This design comes from an exercise in tuning for small area and a short achievable clock period on the open sky130 flow, not from production work.
Function was checked by simulation only, so behaviour that the tests miss may differ from the original.
Power and IR drop assume default switching activity.

[flow/flow/run.sh]
#!/bin/bash
# Layout with the standard flow, except that synthesis maps the logic
# with an area-oriented ABC script. Synthesis is otherwise the standard flow's own
# (synth_recipe.tcl, same passes, same registers).
set -euo pipefail
here=$(pwd)

# ABC script: area-oriented mapping
cp flow/abc_area_map.script "$here/abc_area_map.script"

# synth_recipe.tcl with the ABC script swapped; yosys -import keeps
# commands already defined, so this proc replaces abc in synth.tcl
cat > my_synth.tcl <<EOF
proc abc {args} {
  set i [lsearch -exact \$args -script]
  if {\$i >= 0} { lset args [expr {\$i + 1}] $here/abc_area_map.script }
  puts "abc run with: \$args"
  yosys abc {*}\$args
}
EOF
cat synth_recipe.tcl >> my_synth.tcl

# the make command standard.sh runs, with the synthesis script replaced
mk=$(grep '^make ' standard.sh | sed "s#SYNTH_SCRIPT=[^ ]*#SYNTH_SCRIPT=$here/my_synth.tcl#; s#\"\${@:-finish}\"#synth#")
eval "$mk" > synth_make.log 2>&1

# the rest of the layout, from the netlist above, with the smallest
# buffer on every port
BUFFER_PORTS_ARGS="-buffer_cell sky130_fd_sc_hd__buf_1" bash standard.sh > standard.log 2>&1
[flow/flow/abc_area_map.script]
strash
dch -f
map -a
amap
topo
[flow/standard.sh]
#!/bin/bash
# synth_recipe.tcl (not shown) runs the flow's synth.tcl, then flattens the netlist and writes it again
# the make line also repeats each setting of config.mk as NAME=value (left out here)
make -C /OpenROAD-flow-scripts/flow DESIGN_CONFIG=/design/flow/config.mk WORK_HOME=/design/flow/orfs CLKGATE_MAP_FILE= SYNTH_SCRIPT=/design/flow/synth_recipe.tcl "${@:-finish}"
[flow/config.mk]
export PLATFORM = sky130hd
export DESIGN_NAME = copad_top
export DESIGN_NICKNAME = copad_top
export VERILOG_FILES = /design/flow/design.v
export SDC_FILE = /design/flow/constraint.sdc
export NUM_CORES = 4
export LEC_CHECK = 0
export CAP_MARGIN = 20
export CELL_PAD_IN_SITES_DETAIL_PLACEMENT = 1
export CELL_PAD_IN_SITES_GLOBAL_PLACEMENT = 1
export CORE_MARGIN = 2
export CORE_UTILIZATION = 40
export PLACE_DENSITY = 0.5
export SETUP_SLACK_MARGIN = 2.0
export SLEW_MARGIN = 20
[flow/constraint.sdc]
create_clock -name core_clock -period 5.5 [get_ports {clock}]
set_input_delay 1.1000 -clock core_clock [delete_from_list [all_inputs] [get_ports {clock}]]
set_output_delay 1.1000 -clock core_clock [all_outputs]
set_load 0.01 [all_outputs]
[flow/design.v]
package copad_geom_pkg;
    localparam int N_CLUSTERS = 8;
    localparam int N_ROLLS = 8;  
    localparam int MAX_PAD = 191;
    typedef logic [2:0] roll_t;
    typedef logic [7:0] pad_t;  
    typedef logic [2:0] cnt_t;
endpackage
package copad_match_pkg;
    typedef logic [3:0] delta_t;
    typedef logic [7:0] cluster_vec_t;  
    localparam int PIPE_LATENCY = 2;
    localparam int LOW_BITS = 5;
endpackage
`timescale 1ns/100ps
module copad_ge #(parameter int W = 8) (
    input  logic [W-1:0] x,
    input  logic [W-1:0] y,
    input  logic         c_in,
    output logic         ge
);
    logic [W:0] c;
    assign c[0] = c_in;
    for (genvar k = 0; k < W; k++) begin : g_bit
        assign c[k+1] = (x[k] & ~y[k]) | ((x[k] | ~y[k]) & c[k]);
    end
    assign ge = c[W];
endmodule
module copad_window (
    input  logic                                                  clock,
    input  logic                                                  rst_n,
    input  logic                                                  bx_strobe,
    input  copad_match_pkg::cluster_vec_t                         a_vpf,
    input  copad_geom_pkg::roll_t [copad_geom_pkg::N_CLUSTERS-1:0] a_roll,
    input  copad_geom_pkg::pad_t  [copad_geom_pkg::N_CLUSTERS-1:0] a_pad,
    input  copad_geom_pkg::cnt_t  [copad_geom_pkg::N_CLUSTERS-1:0] a_cnt,
    input  copad_match_pkg::cluster_vec_t                         b_vpf,
    input  copad_geom_pkg::roll_t [copad_geom_pkg::N_CLUSTERS-1:0] b_roll,
    input  copad_geom_pkg::pad_t  [copad_geom_pkg::N_CLUSTERS-1:0] b_pad,
    input  copad_geom_pkg::cnt_t  [copad_geom_pkg::N_CLUSTERS-1:0] b_cnt,
    input  logic                                                  match_neighbor_pad,
    input  copad_match_pkg::delta_t                               match_delta_pad,
    input  logic                                                  match_neighbor_roll,
    output logic                                                  win_strobe,
    output copad_geom_pkg::roll_t [copad_geom_pkg::N_CLUSTERS-1:0] win_a_roll,
    output logic [copad_geom_pkg::N_CLUSTERS-1:0][7:copad_match_pkg::LOW_BITS] win_min_hi,
    output logic [copad_geom_pkg::N_CLUSTERS-1:0][7:copad_match_pkg::LOW_BITS] win_max_hi,
    output copad_geom_pkg::roll_t [copad_geom_pkg::N_CLUSTERS-1:0] win_b_roll,
    output logic [copad_geom_pkg::N_CLUSTERS-1:0][7:copad_match_pkg::LOW_BITS] win_b_pad_hi,
    output logic [copad_geom_pkg::N_CLUSTERS-1:0][7:copad_match_pkg::LOW_BITS] win_b_end_hi,
    output logic [copad_geom_pkg::N_CLUSTERS-1:0][copad_geom_pkg::N_CLUSTERS-1:0] win_start_c,
    output logic [copad_geom_pkg::N_CLUSTERS-1:0][copad_geom_pkg::N_CLUSTERS-1:0] win_end_c,
    output logic [copad_geom_pkg::N_CLUSTERS-1:0][copad_geom_pkg::N_CLUSTERS-1:0] win_pair_ok,
    output logic                                                  neighbor_roll
);
    localparam int N = copad_geom_pkg::N_CLUSTERS;
    localparam int K = copad_match_pkg::LOW_BITS;
    copad_match_pkg::delta_t          delta_eff;
    logic [N-1:0][8:0]                lo_diff;     
    logic [N-1:0]                     lo_neg;      
    copad_geom_pkg::pad_t [N-1:0]     span_end;    
    logic [N-1:0]                     past_end;    
    logic [N-1:0]                     narrow;
    copad_geom_pkg::pad_t [N-1:0]     b_end;       
    logic [N-1:0]                     b_end_past;  
    assign delta_eff = match_neighbor_pad ? match_delta_pad : '0;  
    always_comb begin
        for (int i = 0; i < N; i++) begin
            lo_diff[i]  = 9'(a_pad[i]) - 9'(delta_eff);
            lo_neg[i]   = lo_diff[i][8];
            span_end[i] = a_pad[i] + 8'(a_cnt[i]) + 8'(delta_eff);
            past_end[i] = span_end[i][7] & span_end[i][6];
            narrow[i] = 1'b0;
            for (int dv = 0; dv <= 5; dv++) begin
                if (delta_eff == 4'(dv)) begin
                    if (2 * dv <= 5 && 6'(a_cnt[i]) <= 6'(5 - 2 * dv)) narrow[i] = 1'b1;
                    if (a_pad[i][7:3] == 5'd0) begin
                        for (int cv = 0; cv <= 5 - dv; cv++)
                            if (a_cnt[i] == 3'(cv) && 3'(a_pad[i][2:0]) <= 3'(5 - dv - cv))
                                narrow[i] = 1'b1;
                    end
                    if (a_pad[i][7:3] == 5'd23 && a_pad[i][2:0] >= 3'(dv + 2))
                        narrow[i] = 1'b1;
                end
            end
        end
        for (int j = 0; j < N; j++) begin
            b_end[j]      = b_pad[j] + 8'(b_cnt[j]);
            b_end_past[j] = b_end[j][7] & b_end[j][6];
        end
    end
    logic [N-1:0][N-1:0] start_c, end_c, pair_ok;
    for (genvar ia = 0; ia < N; ia++) begin : g_a
        for (genvar ib = 0; ib < N; ib++) begin : g_b
            logic end_lo_c, lo3_ge, hi3_ge, start_below, end_above;
            copad_ge #(K) u_s_hi (.x(span_end[ia][K-1:0]), .y(b_pad[ib][K-1:0]),
                                  .c_in(1'b1), .ge(start_c[ia][ib]));
            copad_ge #(K) u_e_lo (.x(b_end[ib][K-1:0]), .y(lo_diff[ia][K-1:0]),
                                  .c_in(1'b1), .ge(end_lo_c));
            assign end_c[ia][ib] = end_lo_c | lo_neg[ia];
            copad_ge #(3) u_lo3 (.x(b_pad[ib][2:0]), .y(lo_diff[ia][2:0]),
                                 .c_in(1'b1), .ge(lo3_ge));
            copad_ge #(3) u_hi3 (.x(span_end[ia][2:0]), .y(b_end[ib][2:0]),
                                 .c_in(1'b1), .ge(hi3_ge));
            assign start_below = ~lo3_ge ^ b_pad[ib][3] ^ lo_diff[ia][3];
            assign end_above   = past_end[ia] ? b_end_past[ib]
                                              : ~hi3_ge ^ span_end[ia][3] ^ b_end[ib][3];
            assign pair_ok[ia][ib] = a_vpf[ia] && b_vpf[ib]
                && !(narrow[ia] && !lo_neg[ia] && start_below && end_above);
        end
    end
    always_ff @(posedge clock or negedge rst_n) begin
        if (!rst_n) win_strobe <= 1'b0;
        else        win_strobe <= bx_strobe;
    end
    always_ff @(posedge clock) begin
        win_a_roll    <= a_roll;
        win_b_roll    <= b_roll;
        for (int i = 0; i < N; i++) begin
            win_min_hi[i]   <= lo_neg[i] ? '0 : lo_diff[i][7:K];
            win_max_hi[i]   <= span_end[i][7:K];
            win_b_pad_hi[i] <= b_pad[i][7:K];
            win_b_end_hi[i] <= b_end[i][7:K];
        end
        win_start_c   <= start_c;
        win_end_c     <= end_c;
        win_pair_ok   <= pair_ok;
        neighbor_roll <= match_neighbor_roll;
    end
endmodule
`timescale 1ns/100ps
module copad_pair_match (
    input  logic [copad_geom_pkg::N_CLUSTERS-1:0][7:copad_match_pkg::LOW_BITS] win_min_hi,
    input  logic [copad_geom_pkg::N_CLUSTERS-1:0][7:copad_match_pkg::LOW_BITS] win_max_hi,
    input  logic [copad_geom_pkg::N_CLUSTERS-1:0][7:copad_match_pkg::LOW_BITS] win_b_pad_hi,
    input  logic [copad_geom_pkg::N_CLUSTERS-1:0][7:copad_match_pkg::LOW_BITS] win_b_end_hi,
    input  logic [copad_geom_pkg::N_CLUSTERS-1:0][copad_geom_pkg::N_CLUSTERS-1:0] win_start_c,
    input  logic [copad_geom_pkg::N_CLUSTERS-1:0][copad_geom_pkg::N_CLUSTERS-1:0] win_end_c,
    input  logic [copad_geom_pkg::N_CLUSTERS-1:0][copad_geom_pkg::N_CLUSTERS-1:0] win_pair_ok,
    output logic [copad_geom_pkg::N_CLUSTERS-1:0][copad_geom_pkg::N_CLUSTERS-1:0] overlap
);
    localparam int N = copad_geom_pkg::N_CLUSTERS;
    localparam int H = 8 - copad_match_pkg::LOW_BITS;
    for (genvar ia = 0; ia < N; ia++) begin : g_a
        for (genvar ib = 0; ib < N; ib++) begin : g_b
            logic s_hi, e_lo;
            copad_ge #(H) u_s_hi (.x(win_max_hi[ia]), .y(win_b_pad_hi[ib]),
                                  .c_in(win_start_c[ia][ib]), .ge(s_hi));
            copad_ge #(H) u_e_lo (.x(win_b_end_hi[ib]), .y(win_min_hi[ia]),
                                  .c_in(win_end_c[ia][ib]), .ge(e_lo));
            assign overlap[ia][ib] = win_pair_ok[ia][ib] && s_hi && e_lo;
        end
    end
endmodule
`timescale 1ns/100ps
module copad_result (
    input  logic                                                  clock,
    input  logic                                                  rst_n,
    input  logic                                                  win_strobe,
    input  logic                                                  neighbor_roll,
    input  copad_geom_pkg::roll_t [copad_geom_pkg::N_CLUSTERS-1:0] win_a_roll,
    input  copad_geom_pkg::roll_t [copad_geom_pkg::N_CLUSTERS-1:0] win_b_roll,
    input  logic [copad_geom_pkg::N_CLUSTERS-1:0][copad_geom_pkg::N_CLUSTERS-1:0] overlap,
    output logic                                                  result_strobe,
    output copad_match_pkg::cluster_vec_t                         match,
    output copad_match_pkg::cluster_vec_t                         match_upper,
    output copad_match_pkg::cluster_vec_t                         match_lower,
    output logic                                                  any_match
);
    localparam int N = copad_geom_pkg::N_CLUSTERS;
    localparam int R = copad_geom_pkg::N_ROLLS;
    copad_match_pkg::cluster_vec_t row_upper;
    copad_match_pkg::cluster_vec_t row_lower;
    copad_match_pkg::cluster_vec_t match_next;
    logic [N-1:0][R-1:0] b_in_roll;    
    always_comb begin
        for (int ib = 0; ib < N; ib++)
            for (int r = 0; r < R; r++)
                b_in_roll[ib][r] = (win_b_roll[ib] == 3'(r));
    end
    for (genvar ia = 0; ia < N; ia++) begin : g_a
        logic [R-1:0] roll_hit;    
        logic [R-1:0] a_oh;        
        logic [R-1:0] up_oh;       
        logic [R-1:0] low_oh;      
        logic [R-1:0] match_oh;    
        always_comb begin
            roll_hit = '0;
            for (int ib = 0; ib < N; ib++)
                roll_hit = roll_hit | (b_in_roll[ib] & {R{overlap[ia][ib]}});
            for (int r = 0; r < R; r++)
                a_oh[r] = (win_a_roll[ia] == 3'(r));
        end
        assign up_oh    = {1'b0, a_oh[R-1:1]};
        assign low_oh   = {a_oh[R-2:0], 1'b0};
        assign match_oh = neighbor_roll ? (a_oh | up_oh | low_oh) : a_oh;
        assign match_next[ia] = |(roll_hit & match_oh);
        assign row_upper[ia]  = |(roll_hit & up_oh);
        assign row_lower[ia]  = |(roll_hit & low_oh);
    end
    always_ff @(posedge clock or negedge rst_n) begin
        if (!rst_n) begin
            result_strobe <= 1'b0;
            match         <= '0;
            match_upper   <= '0;
            match_lower   <= '0;
        end else begin
            result_strobe <= win_strobe;
            if (win_strobe) begin    
                match       <= match_next;
                match_upper <= row_upper;
                match_lower <= row_lower;
            end
        end
    end
    assign any_match = |match;
endmodule
`timescale 1ns/100ps
module copad_top (
    input  logic                                                  clock,
    input  logic                                                  rst_n,
    input  logic                                                  bx_strobe,
    input  copad_match_pkg::cluster_vec_t                         a_vpf,
    input  copad_geom_pkg::roll_t [copad_geom_pkg::N_CLUSTERS-1:0] a_roll,
    input  copad_geom_pkg::pad_t  [copad_geom_pkg::N_CLUSTERS-1:0] a_pad,
    input  copad_geom_pkg::cnt_t  [copad_geom_pkg::N_CLUSTERS-1:0] a_cnt,
    input  copad_match_pkg::cluster_vec_t                         b_vpf,
    input  copad_geom_pkg::roll_t [copad_geom_pkg::N_CLUSTERS-1:0] b_roll,
    input  copad_geom_pkg::pad_t  [copad_geom_pkg::N_CLUSTERS-1:0] b_pad,
    input  copad_geom_pkg::cnt_t  [copad_geom_pkg::N_CLUSTERS-1:0] b_cnt,
    input  logic                                                  match_neighbor_pad,
    input  copad_match_pkg::delta_t                               match_delta_pad,
    input  logic                                                  match_neighbor_roll,
    output logic                                                  result_strobe,
    output copad_match_pkg::cluster_vec_t                         match,
    output copad_match_pkg::cluster_vec_t                         match_upper,
    output copad_match_pkg::cluster_vec_t                         match_lower,
    output logic                                                  any_match
);
    localparam int N = copad_geom_pkg::N_CLUSTERS;
    localparam int K = copad_match_pkg::LOW_BITS;
    logic                           win_strobe;
    copad_geom_pkg::roll_t [N-1:0]  win_a_roll;
    logic [N-1:0][7:K]              win_min_hi;
    logic [N-1:0][7:K]              win_max_hi;
    copad_geom_pkg::roll_t [N-1:0]  win_b_roll;
    logic [N-1:0][7:K]              win_b_pad_hi;
    logic [N-1:0][7:K]              win_b_end_hi;
    logic [N-1:0][N-1:0]            win_start_c;
    logic [N-1:0][N-1:0]            win_end_c;
    logic [N-1:0][N-1:0]            win_pair_ok;
    logic                           neighbor_roll;
    logic [N-1:0][N-1:0]            overlap;
    copad_window u_window (
        .clock, .rst_n, .bx_strobe,
        .a_vpf, .a_roll, .a_pad, .a_cnt,
        .b_vpf, .b_roll, .b_pad, .b_cnt,
        .match_neighbor_pad, .match_delta_pad, .match_neighbor_roll,
        .win_strobe, .win_a_roll, .win_min_hi, .win_max_hi,
        .win_b_roll, .win_b_pad_hi, .win_b_end_hi,
        .win_start_c, .win_end_c, .win_pair_ok,
        .neighbor_roll
    );
    copad_pair_match u_pair_match (
        .win_min_hi, .win_max_hi, .win_b_pad_hi, .win_b_end_hi,
        .win_start_c, .win_end_c, .win_pair_ok,
        .overlap
    );
    copad_result u_result (
        .clock, .rst_n, .win_strobe, .neighbor_roll,
        .win_a_roll, .win_b_roll, .overlap,
        .result_strobe, .match, .match_upper, .match_lower, .any_match
    );
endmodule
==> summary.md, run 1 <==
| Metric | Value |
|---|---|
| Mean Syn Cell Area | `approximately 7 sq um` |
| Synthesized area | `roughly 36000 sq um` |
| Cells after Synth | `5285` |
| GRT Util Overall | `0.725` |
| Ys flop type | `dfxtp_1` |
| PortBufs | `roughly 270` |
| Flops & latches, synth | `between 300 and 400` |
| GRT overflow | `34` |
| Initial Utilization | `0.402` |
| Synth Warn # | `2` |
| Die Y | `304 um` |
| Global placer's final weighted congestion | `1.20` |
| Dpl hpwl | `between 200000 and 250000 um` |
| Stopped at | `5_1_grt` |
| Sequential fraction of the synthesis area | `0.205` |
| Clk sink count | `363` |
| Total I/O pin count | `~280` |
| Status | `did not finish` |
| Error | `[ERROR GRT-0232] Routing congestion too high. Check the congestion heatmap in the GUI.` |
| Hold_buf cts | `0` |
| Clock Tree Buf Depth | `3` |
| Synth async-reset ratio | `0.0716` |
| Unique masters post-synth | `53` |
| Cell Area, Placed | `around 42000 sq um` |
| Chip width | `304 um` |
| Placed insts | `7124` |
| H-tree levels | `2` |
| Placement row count | `110` |
| CTS Root Cell | `clkbuf_16` |
| Pin count of the biggest net entering global routing | `35` |
| CTS buffer count | `38` |
| EDFF count, synth | `0` |
| Post-Syn Nets | `about 5700` |
## stage by stage
stage / power, W / hold slack (ns) / utilization / setup WS (ns)
after global placement: 0.0114 / 0.462 / 0.473 / 0.636
after detailed placement: 0.0116 / 0.474 / 0.473 / 0.475
after CTS: 0.0152 / 0.487 / 0.528 / 1.83
after floorplan: 0.00747 / 0.516 / - / 1.50
## cells by family after synthesis
group,after synthesis,share of synthesized area
xor+xnor,12,0.00291
compound gates,2974,0.530
fa+ha+maj,144,0.0599
simple gates,1114,0.131
flops,363,0.205
buf+inv,678,0.0706
## per-layer routing
layer	GRT overflow	global-route usage
met1	3	0.726
met2	15	0.915
met3	0	0.541
met4	16	0.728
met5	0	0.194
## power by group through the flow
| stage | registers (W) | logic [W] | clock network (W) |
|---|---|---|---|
| 4_1_cts | 0.00349 | 0.00903 | 0.00271 |
| 2_1_floorplan | 0.00332 | 0.00415 | 0 |
| 3_3_place_gp | 0.00349 | 0.00796 | 0 |
| 3_5_place_dp | 0.00352 | 0.00805 | 0 |
## what timing repair did
action,CTS
gates cloned,10
setup buffers,141
pin swaps,152
resized for setup,721
setup endpoints to repair,230
## synthesized netlist by cell type (all sizes together), types with 18 or more instances
library cell     n  area share
a21oi          335       0.046
nor2           522       0.054
o22a            22      0.0053
nor4            31      0.0054
o221ai         175       0.042
dfrtp           26       0.018
clkinv         678       0.071
a2111oi         75       0.018
o32ai           23      0.0056
o21a           248       0.052
a222oi         108       0.030
nand3           46      0.0064
o21ai         1018        0.14
o311a           57       0.016
fa              48       0.027
ha              96       0.033
nand4           21      0.0036
dfxtp          337        0.19
o22ai          620        0.11
or4             18      0.0037
a22oi          133       0.028
nor3           122       0.017
nand2          302       0.031
o2111ai         37      0.0090
## worst min path at each step
stage               slack [ns]  cells past startpoint                    start                       to
floorplan                 0.52                      1  u_result.match_lower[0]  u_result.match_lower[0]
global placement          0.46                      1  u_result.match_upper[3]  u_result.match_upper[3]
detailed placement        0.47                      1  u_result.match_upper[1]  u_result.match_upper[1]
CTS                       0.49                      1  u_result.match_upper[3]  u_result.match_upper[3]
==> run 2: changes to the inputs <==
--- a/flow/config.mk
+++ b/flow/config.mk
@@ -14,2 +14,3 @@
 export SETUP_SLACK_MARGIN = 2.0
 export SLEW_MARGIN = 20
+export TNS_END_PERCENT = 20
==> summary.md, run 2 <==
| Metric | Value |
|---|---|
| Ys flop type | `dfxtp_1` |
| Mux cell area share after synthesis | `0 (unchanged)` |
| Yosys top cell by area | `dfxtp_1` |
| Clock Tree Buf Depth | `3 (unchanged)` |
| Unique masters post-synth | `53 (unchanged)` |
| Commonest cells in the netlist | `1018 x o21ai_0, 678 x clkinv_1, 620 x o22ai_1` |
| Synth area leaders | `dfxtp_1 19%, o21ai_0 14%, o22ai_1 11%, clkinv_1 7.1%, nor2_1 5.4%` |
| Placement row count | `110 (unchanged)` |
| Stopped at | `5_1_grt` |
| Mean Syn Cell Area | `6.82 sq um (unchanged)` |
| Pin count of the biggest net entering global routing | `35` |
| Largest family of logic cells by synthesized area | `compound AO/OA/AOI/OAI gates` |
| Synth Warn # | `2 (unchanged)` |
| EDFF count, synth | `0 (unchanged)` |
| Placement Setup Slack | `0.172 ns (-0.303 ns)` |
| Post-Syn Nets | `5678 (unchanged)` |
| Count leader, synth | `o21ai_0` |
| Synth Area in Adders | `0.0600 (unchanged)` |
| Cells after Synth | `5285 (unchanged)` |
| GRT Util Overall | `0.684` |
| Status | `did not finish` |
| H-tree levels | `2 (unchanged)` |
| Synth Area in Compound Gates | `0.530 (unchanged)` |
| Global placer's final weighted congestion | `1.20 (+0.14%)` |
| PortBufs | `274 (unchanged)` |
| GR repair worst EP | `u_result.match_lower[5]$_DFFE_PN0P_/D` |
| GRT overflow | `20` |
| Flops & latches, synth | `363 (unchanged)` |
| Total I/O pin count | `275 (unchanged)` |
| Die Y | `304 um (unchanged)` |
| Sequential fraction of the synthesis area | `0.205 (unchanged)` |
| Error | `[ERROR GRT-0232] Routing congestion too high. Check the congestion heatmap in the GUI.` |
| Hold_buf cts | `0 (unchanged)` |
| CTS buffer count | `39 (+2.6%)` |
| Post-Synth XOR/XNOR Area | `0.00291 (unchanged)` |
| Top cell type's share of synthesized area | `0.187 (unchanged)` |
| Synth async-reset ratio | `0.0716 (unchanged)` |
| Simple-gate share of the synthesized area | `0.131 (unchanged)` |
| Clk sink count | `363 (unchanged)` |
| Synthesized area | `36100 sq um (unchanged)` |
| Initial Utilization | `0.402 (unchanged)` |
| Worst-path end type | `register input` |
| Chip width | `304 um (unchanged)` |
| CTS Root Cell | `clkbuf_16` |
| Dpl hpwl | `223000 um (-2.2%)` |
[run 2: power by group through the flow]
stage	clock (W)	sequential, W	combinational, W
global placement	0	0.00348	0.00774
floorplan	0	0.00332	0.00409
CTS	0.00290	0.00346	0.00876
detailed placement	0	0.00350	0.00786
[run 2: cell families after synthesis]
family	Yosys count
XOR/XNOR	12
AO/OA/AOI/OAI	2974
AND/OR/NAND/NOR	1114
flip-flops	363
adder cells (fa/ha/maj)	144
buffers and inverters	678
[run 2: stage by stage]
step	cells	hold WS [ns]	area, sq um	power [W]
4_1_cts	7266	0.487	46400	0.0151
3_5_place_dp	7077	0.468	41900	0.0114
2_1_floorplan	5285	0.516	36600	0.00740
3_3_place_gp	7076	0.462	41900	0.0112
[run 2: worst max path at each step]
stage,from,endpoint,slack (ns)
2_1_floorplan,match_neighbor_pad,u_window.win_pair_ok[50],1.47
3_3_place_gp,match_neighbor_pad,u_window.win_pair_ok[30],0.44
3_5_place_dp,match_neighbor_pad,u_window.win_pair_ok[30],0.17
4_1_cts,u_window.win_min_hi[4],u_result.match[1],1.75
[run 2: repair_timing]
item | CTS
gates cloned | 7
endpoints found under the hold margin | 0
pin swaps | 129
buffers inserted | 112
endpoints found under the setup margin | 237
resized for setup | 569
[run 2: layer usage]
metal	global-route usage	GRT overflow
met3	0.472	0
met5	0.120	0
met1	0.702	0
met4	0.660	10
met2	0.894	10
==> run 3: changes to the inputs <==
--- a/flow/config.mk
+++ b/flow/config.mk
@@ -7,9 +7,7 @@
 export LEC_CHECK = 0
 export CAP_MARGIN = 20
-export CELL_PAD_IN_SITES_DETAIL_PLACEMENT = 1
-export CELL_PAD_IN_SITES_GLOBAL_PLACEMENT = 1
 export CORE_MARGIN = 2
-export CORE_UTILIZATION = 40
-export PLACE_DENSITY = 0.5
+export CORE_UTILIZATION = 30
+export PLACE_DENSITY = 0.45
 export SETUP_SLACK_MARGIN = 2.0
 export SLEW_MARGIN = 20
==> summary.md, run 3 <==
| Metric | Value |
|---|---|
| PortBufs | `274 (unchanged)` |
| CP max FO | `7` |
| Synth Warn # | `2 (unchanged)` |
| Chip width | `351 um (+15%)` |
| CP Cell Sequence | `buf_1, fa_1, fa_2, buf_12, clkinv_8, o22ai_1, o22ai_1, o21ai_0, o21ai_0, o21ai_0` |
| CP startpoint kind | `input port` |
| Die Area | `123000 sq um` |
| CTS tree | `built` |
| Int Power | `0.00755 W` |
| Mean Syn Cell Area | `6.82 sq um (unchanged)` |
| EDFF count, synth | `0 (unchanged)` |
| Fillers | `12800` |
| Antenna Nets Post-Route | `0` |
| RSZ-0062 raised after global routing | `yes` |
| Hold crit path type | `reg2reg` |
| H-tree levels | `2 (unchanged)` |
| Sequential fraction of design power | `0.219` |
| Count leader, synth | `o21ai_0` |
| Max-slew violation count | `0` |
| CTS Root Cell | `clkbuf_16` |
| Antenna violations before repair | `28` |
| Top cell type's share of synthesized area | `0.187 (unchanged)` |
| Clock skew | `between 0.02 and 0.03 ns` |
| Via density per instance | `6.90` |
| Post-Syn Nets | `5678 (unchanged)` |
| Crit-path max cell delay | `slightly below 0.6 ns` |
| Total I/O pin count | `275 (unchanged)` |
| GRT overflow | `0` |
| Endpoints failing hold | `0` |
| Commonest cells in the netlist | `1018 x o21ai_0, 678 x clkinv_1, 620 x o22ai_1` |
| Die Y | `351 um (+15%)` |
| DR iter-0 viols | `around 9500` |
| Synth async-reset ratio | `0.0716 (unchanged)` |
| Status | `finished clean` |
| Synthesized area | `36100 sq um (unchanged)` |
| Global-route wire length before repair | `~420000 um` |
| Peak supply drop | `0.231 mV` |
| Latest clock arrival within the worst-skew pair | `between 0.6 and 0.7 ns` |
| Clk sink count | `363 (unchanged)` |
| Yosys top cell by area | `dfxtp_1` |
| Lkg Pwr | `approximately 16 nW` |
| CP max stage cell | `fa_2` |
| Final min period | `3.89 ns` |
| Total of max-cap violations | `0` |
| Unique masters post-synth | `53 (unchanged)` |
| Ys flop type | `dfxtp_1` |
| Synth area leaders | `dfxtp_1 19%, o21ai_0 14%, o22ai_1 11%, clkinv_1 7.1%, nor2_1 5.4%` |
| Sequential fraction of the synthesis area | `0.205 (unchanged)` |
| Cells after Synth | `5285 (unchanged)` |
| Setup tns final | `0 ns` |
| WP data arrival | `roughly 4.3 ns` |
| Global placer's final weighted congestion | `1.14 (-4.8%)` |
| Most frequent cells in the layout | `856 x o21ai_0, 577 x o22ai_1, 541 x clkinv_1` |
| Largest regs | `u_window.win_end_c: 64 flops, u_window.win_pair_ok: 64 flops, u_window.win_start_c: 64 flops` |
| Vias in the first global route | `roughly 48000` |
| Via count | `~54000` |
| Final hold slack | `0.478 ns` |
| Least-Margin Pin Slew | `~1.3 ns` |
| Placement row count | `127 (+15%)` |
| CTS buffer count | `40 (+2.6%)` |
| Dpl hpwl | `248000 um (+11%)` |
| Final period utilization | `0.708` |
| CP Class | `in2reg` |
| Placeable Area | `between 100000 and 150000 sq um` |
| Pre-antenna DRT Iters | `10` |
| Psw | `about 0.0087 W` |
| Commonest non-fill, non-tap cell in the layout | `o21ai_0` |
| Share of cells above drive strength 1 | `0.202` |
| Remaining DRCs | `0` |
| Setup slack, reg-to-reg | `around 1.7 ns` |
| GRT Util Overall | `0.486` |
| DR WL/cell | `40.0 um` |
| Final setup viols | `0` |
| Comb pwr share | `0.608` |
| Max Fclk | `257 MHz` |
| Clock Tree Buf Depth | `3 (unchanged)` |
| Final wirelength | `around 310000 um` |
| Initial Utilization | `0.301 (-0.100)` |
| CP most frequent cell | `o21ai_0` |
| Slew HR | `0.148` |
| Cell Pwr Density | `about 340 nW/um^2` |
| Flops & latches, synth | `363 (unchanged)` |
| Clock Power Share | `0.174` |
| CTS clk-pin slew, worst paths | `around 0.070 ns` |
| NumNets Final | `6561` |
| Worst Setup End Kind | `register` |
| Area Overhead vs Synth | `34.1%` |
| Pin count of the biggest net entering global routing | `36` |
| Net switching fraction of the power | `0.534` |
| Data required, critical path | `about 6 ns` |
-- run 3: cell counts after synthesis --
Identical to the previous run, type by type.
-- run 3: per-stage QoR --
step | setup WS, ns | area (sq um) | total power, W | utilization | cells
final | 1.61 | 48400 | 0.0162 | 0.404 | 7826
after global routing | 1.69 | 48300 | 0.0164 | 0.404 | 7817
after CTS | 1.84 | 47100 | 0.0151 | 0.394 | 7752
after detailed placement | 0.428 | 43200 | 0.0118 | 0.361 | 7597
after global placement | 0.435 | 43100 | 0.0119 | 0.361 | 7596
after floorplan | 1.47 | 36600 | 0.00740 | - | 5285
-- run 3: power by group through the flow --
stage	Combinational [W]	Clock, W	Sequential, W
floorplan	0.00409	0	0.00332
global placement	0.00832	0	0.00355
detailed placement	0.00824	0	0.00354
CTS	0.00881	0.00283	0.00350
global route	0.00994	0.00291	0.00354
finish	0.00985	0.00281	0.00354
-- run 3: worst paths after layout --
path | from | end | cells past startpoint
max | a_cnt[2] | u_window.win_start_c[5] | 10
min | u_result.match_lower[0] | u_result.match_lower[0] | 1
max reg2reg | u_window.win_b_end_hi[3] | u_result.match_lower[4] | 15
min reg2reg | u_result.match_lower[0] | u_result.match_lower[0] | 1
max in group asynchronous | rst_n | u_result.match_upper[4] | 1
min in group asynchronous | rst_n | u_result.match_upper[6] | 1
-- run 3: layer usage --
metal	global-route usage	routed length (um)	part of all wire	vias to the layer above
met5	0	468	0.0015	-
met4	0.379	32300	0.10	28
met3	0.187	42600	0.14	1196
met2	0.705	125000	0.40	4603
met1	0.574	113000	0.36	25500
li1	-	-	-	22700
-- run 3: kinds of logic (layout without fill, tap and decap cells) --
kind of cell / count (synthesis) / after routing / share of synthesized area
XOR/XNOR: 12 / 12 / 0.00291
buffers and inverters: 678 / 1592 / 0.0706
other: 0 / 14 / 0
AO/OA/AOI/OAI: 2974 / 2974 / 0.530
AND/OR/NAND/NOR: 1114 / 1115 / 0.131
flip-flops: 363 / 363 / 0.205
adder cells (fa/ha/maj): 144 / 144 / 0.0599
-- run 3: area by class of cell --
class	count	area, sq um	share of cell area
sequential	363	7520	0.156
tap	1612	2020	0.0417
clock buffer	51	1130	0.0234
timing repair inverter	8	63.8	0.00132
inverter	678	2960	0.0611
timing repair buffer	832	5670	0.117
clock inverter	23	194	0.00401
multi-input combinational	4245	28800	0.595
antenna	14	35.0	0.000724
-- run 3: timing repair --
action | in CTS | in global routing
resized for setup | 557 | 248
buffers inserted | 75 | 53
hold buffers | 0 | 0
cloned | 6 | 5
setup endpoints to repair | 217 | 181
pin swaps | 98 | 53
-- run 3: worst max-delay path: cells and delay by family --
family,cells,cell delay [ns]
buffers and inverters,3,0.68
adder cells (fa/ha/maj),2,1.17
AO/OA/AOI/OAI,5,1.37
==> run 4: changes to the inputs <==
--- a/flow/flow/run.sh
+++ b/flow/flow/run.sh
@@ -26,4 +26,7 @@
 
 # the rest of the layout, from the netlist above, with the smallest
-# buffer on every port
-BUFFER_PORTS_ARGS="-buffer_cell sky130_fd_sc_hd__buf_1" bash standard.sh > standard.log 2>&1
+# buffer on every port, and global routing that keeps more of met1 and
+# met2 free for the detailed router
+export BUFFER_PORTS_ARGS="-buffer_cell sky130_fd_sc_hd__buf_1"
+export FASTROUTE_TCL="$here/flow/fastroute.tcl"
+bash standard.sh > standard.log 2>&1
==> flow/flow/fastroute.tcl (new file) <==
# sky130hd global routing layers, with more capacity held back on met1 and
# met2 so that global routing moves wires up to the emptier met3 and met4
set_global_routing_layer_adjustment $::env(MIN_ROUTING_LAYER)-$::env(MAX_ROUTING_LAYER) 0.2
set_global_routing_layer_adjustment met1 0.45
set_global_routing_layer_adjustment met2 0.35

set_routing_layers -clock $::env(MIN_CLK_ROUTING_LAYER)-$::env(MAX_ROUTING_LAYER)
set_routing_layers -signal $::env(MIN_ROUTING_LAYER)-$::env(MAX_ROUTING_LAYER)
--- a/flow/config.mk
+++ b/flow/config.mk
@@ -8,6 +8,6 @@
 export CAP_MARGIN = 20
 export CORE_MARGIN = 2
-export CORE_UTILIZATION = 30
-export PLACE_DENSITY = 0.45
+export CORE_UTILIZATION = 22
+export PLACE_DENSITY = 0.35
 export SETUP_SLACK_MARGIN = 2.0
 export SLEW_MARGIN = 20
==> summary.md, run 4 <==
| Metric | Value |
|---|---|
| Status | `finished clean` |
| Remaining DRCs | `0 (unchanged)` |
| Cell Pwr Density | `350 nW/um^2 (+4.3%)` |
| Cells after Synth | `5285 (unchanged)` |
| WP data arrival | `4.28 ns (-0.06 ns)` |
| Setup tns final | `0 ns (unchanged)` |
| Final period utilization | `0.689 (-0.0186)` |
| Comb pwr share | `0.605 (-0.003)` |
| Fillers | `17900 (+40%)` |
| Sequential fraction of design power | `0.192 (-0.027)` |
| Final wirelength | `360000 um (+15%)` |
| Psw | `0.00962 W (+11%)` |
| Die Area | `167000 sq um (+36%)` |
| Final setup viols | `0 (unchanged)` |
| RSZ-0062 raised after global routing | `yes` |
| Global-route wire length before repair | `474000 um (+14%)` |
| CP Class | `in2reg` |
| Least-Margin Pin Slew | `1.20 ns (-0.0812 ns)` |
| CP max FO | `7 (unchanged)` |
| DR iter-0 viols | `4737 (-50%)` |
| Sequential fraction of the synthesis area | `0.205 (unchanged)` |
| Hold crit path type | `reg2reg` |
| Clock Tree Buf Depth | `3 (unchanged)` |
| Synthesized area | `36100 sq um (unchanged)` |
| Total I/O pin count | `275 (unchanged)` |
| Commonest non-fill, non-tap cell in the layout | `o21ai_0` |
| Chip width | `409 um (+17%)` |
| PortBufs | `274 (unchanged)` |
| Area Overhead vs Synth | `44.5%` |
| Global placer's final weighted congestion | `1.11 (-3.3%)` |
| CTS Root Cell | `clkbuf_16` |
| Clk sink count | `363 (unchanged)` |
| DR WL/cell | `41.9 um (+4.7%)` |
| Int Power | `0.00860 W (+14%)` |
| Initial Utilization | `0.222 (-0.0798)` |
| Clock Power Share | `0.203 (+0.029)` |
| Largest regs | `u_window.win_end_c: 64 flops, u_window.win_pair_ok: 64 flops, u_window.win_start_c: 64 flops` |
| Synth area leaders | `dfxtp_1 19%, o21ai_0 14%, o22ai_1 11%, clkinv_1 7.1%, nor2_1 5.4%` |
| Top cell type's share of synthesized area | `0.187 (unchanged)` |
| Net switching fraction of the power | `0.528 (-0.00604)` |
| Placement Setup Slack | `0.224 ns (-0.204 ns)` |
| EDFF count, synth | `0 (unchanged)` |
| Peak supply drop | `0.240 mV (+4.0%)` |
| Antenna Nets Post-Route | `0 (unchanged)` |
| Worst setup margin | `1.71 ns (+0.102 ns)` |
| Worst Setup End Kind | `register` |
| Vias in the first global route | `52800 (+9.3%)` |
| Die Y | `409 um (+17%)` |
| Flops & latches, synth | `363 (unchanged)` |
| Via count | `53200 (-1.5%)` |
| Pin count of the biggest net entering global routing | `35 (-2.8%)` |
| Total of max-cap violations | `0 (unchanged)` |
| H-tree levels | `2 (unchanged)` |
| Share of cells above drive strength 1 | `0.252 (+0.0497)` |
| Lkg Pwr | `17.7 nW (+8.3%)` |
| Commonest cells in the netlist | `1018 x o21ai_0, 678 x clkinv_1, 620 x o22ai_1` |
| CTS tree | `built` |
| NumNets Final | `6735 (+2.7%)` |
| Most frequent cells in the layout | `811 x o21ai_0, 640 x buf_4, 565 x o22ai_1` |
| Pre-antenna DRT Iters | `8 (-2)` |
| Final hold slack | `0.477 ns (-0.00139 ns)` |
| Via density per instance | `6.20 (-10%)` |
| Post-Syn Nets | `5678 (unchanged)` |
| Clock skew | `0.0578 ns (+0.0317 ns)` |
| Max-slew violation count | `0 (unchanged)` |
| Placement row count | `148 (+17%)` |
| Synth Warn # | `2 (unchanged)` |
| Latest clock arrival within the worst-skew pair | `0.69 ns (+0.08 ns)` |
| Data required, critical path | `5.99 ns (+0.04 ns)` |
| Max Fclk | `264 MHz (+2.7%)` |
| Unique masters post-synth | `53 (unchanged)` |
| Dpl hpwl | `284000 um (+15%)` |
| CTS buffer count | `50 (+25%)` |
| GRT overflow | `0 (unchanged)` |
| Slew HR | `0.202 (+0.0542)` |
| Synth async-reset ratio | `0.0716 (unchanged)` |
| Count leader, synth | `o21ai_0` |
| Placeable Area | `163000 sq um (+36%)` |
| GRT Util Overall | `0.496 (+0.00995)` |
| Antenna violations before repair | `32 (+14%)` |
| Endpoints failing hold | `0 (unchanged)` |
| Ys flop type | `dfxtp_1` |
| CTS clk-pin slew, worst paths | `0.06 ns (about the same)` |
| Yosys top cell by area | `dfxtp_1` |
| CP startpoint kind | `input port` |
| Final min period | `3.79 ns (-0.102 ns)` |
| Mean Syn Cell Area | `6.82 sq um (unchanged)` |
run 4: changes by cell type in the layout (fill, tap and decap cells not counted), moves of 13 or more:
cell	previous run	this run
o21ai_1	103	131
a21oi_2	49	66
clkinv_1	541	515
o21a_2	17	31
a21oi_1	275	247
o21a_1	227	208
buf_6	27	41
nand2_1	285	272
nor2_1	511	497
o21ai_0	856	811
buf_4	506	640
run 4: final timing paths:
| check | start | endpoint | slack [ns] | cells past startpoint |
|---|---|---|---|---|
| worst min-delay path | u_result.match_upper[4] | u_result.match_upper[4] | 0.48 | 1 |
| max in group asynchronous | rst_n | u_result.match_lower[4] | 4.47 | 1 |
| worst max-delay path | match_neighbor_pad | u_window.win_start_c[62] | 1.71 | 13 |
| min in group asynchronous | rst_n | u_result.match_upper[7] | 0.52 | 1 |
| worst max register to register | u_window.win_max_hi[7] | u_result.match_lower[2] | 1.81 | 13 |
| worst min register to register | u_result.match_upper[4] | u_result.match_upper[4] | 0.48 | 1 |
run 4: layout make-up:
cell class	instances	area [sq um]	share of cell area
Sequential cell	363	7550	0.145
Inverter	678	3100	0.0596
Multi-Input combinational cell	4245	29600	0.569
Tap cell	2175	2720	0.0522
Clock buffer	63	1360	0.0261
Timing Repair Buffer	995	7150	0.137
Antenna cell	20	50.0	0.000961
Clock inverter	30	463	0.00889
Timing Repair inverter	9	81.3	0.00156
run 4: kinds of logic (layout without fill, tap and decap cells):
kind of cell    count (synthesis)  count (layout)  share of synthesized area
flops                         363             363                      0.205
other cells                     0              20                          0
fa+ha+maj                     144             144                     0.0599
buf+inv                       678            1775                     0.0706
xor+xnor                       12              12                    0.00291
compound gates               2974            2974                      0.530
simple gates                 1114            1115                      0.131
run 4: layer usage:
metal / global-route usage / routed length, um / vias to the layer above
li1: - / - / 23100
met1: 0.612 / 123000 / 25100
met2: 0.699 / 138000 / 3590
met3: 0.255 / 50600 / 1399
met4: 0.437 / 47400 / 24
met5: 0.00431 / 341 / -
run 4: power by group through the flow:
stage	logic [W]	registers (W)	clock network [W]
6_report	0.0110	0.00350	0.00370
3_5_place_dp	0.00898	0.00352	0
4_1_cts	0.00973	0.00348	0.00373
2_1_floorplan	0.00409	0.00332	0
5_1_grt	0.0114	0.00352	0.00383
3_3_place_gp	0.00910	0.00352	0
run 4: repair_timing:
| action | CTS | global route |
|---|---|---|
| pin swaps | 103 | 105 |
| hold buffers | 0 | 0 |
| cloned | 7 | 5 |
| endpoints found under the hold margin | 0 | 0 |
| gates resized for setup | 671 | 455 |
| setup buffers | 101 | 97 |
| setup endpoints to repair | 226 | 194 |
run 4: metrics by stage:
step                 util  std cells  instance area [sq um]  total power, W
global placement    0.275       8255                  44700          0.0126
global route        0.320       8563                  52100          0.0187
finish              0.320       8578                  52100          0.0182
CTS                 0.305       8456                  49700          0.0169
detailed placement  0.275       8255                  44700          0.0125
floorplan               -       5285                  36600         0.00740
run 4: worst max-delay path, cell delays in order:
cell	delay [ns]
buf_12	0.13
nand2_8	0.08
clkinv_8	0.10
fa_1	0.56
ha_4	0.14
fa_2	0.44
buf_12	0.18
clkinv_4	0.13
o22ai_1	0.10
o22ai_1	0.48
o21ai_0	0.34
o221ai_1	0.18
o21ai_0	0.28

## re-timing with driven ports
Ports are ideal in the flow. The routed layouts listed here were re-timed in OpenROAD. Step 1 assumes that a clkbuf_16 drives the clock port and a buf_2 every other input. Step 2 moves the port delays by t, midway between the first and last clock arrival at a register: inputs arrive t later, outputs are due t later. That takes back most of the time a late clock gives input paths. Three values: ideal ports, drivers, drivers and shift; two values: the first two.
run	t, ns	setup WS [ns]	worst hold slack (ns)	worst setup path after step 2	slew at the worst register clock pin (ns)
run 3	0.661	1.606 / 1.623 / 0.962	0.478 / 0.478 / 0.478	input to register	0.07 / 0.07
run 4	0.746	1.708 / 1.741 / 0.995	0.477 / 0.448 / 0.477	input to register	0.07 / 0.07
After both steps setup and hold are still met in every run listed. For run 4, which loses most, drivers alone change the setup slack by +0.033 ns; drivers and shift together by -0.713 ns.
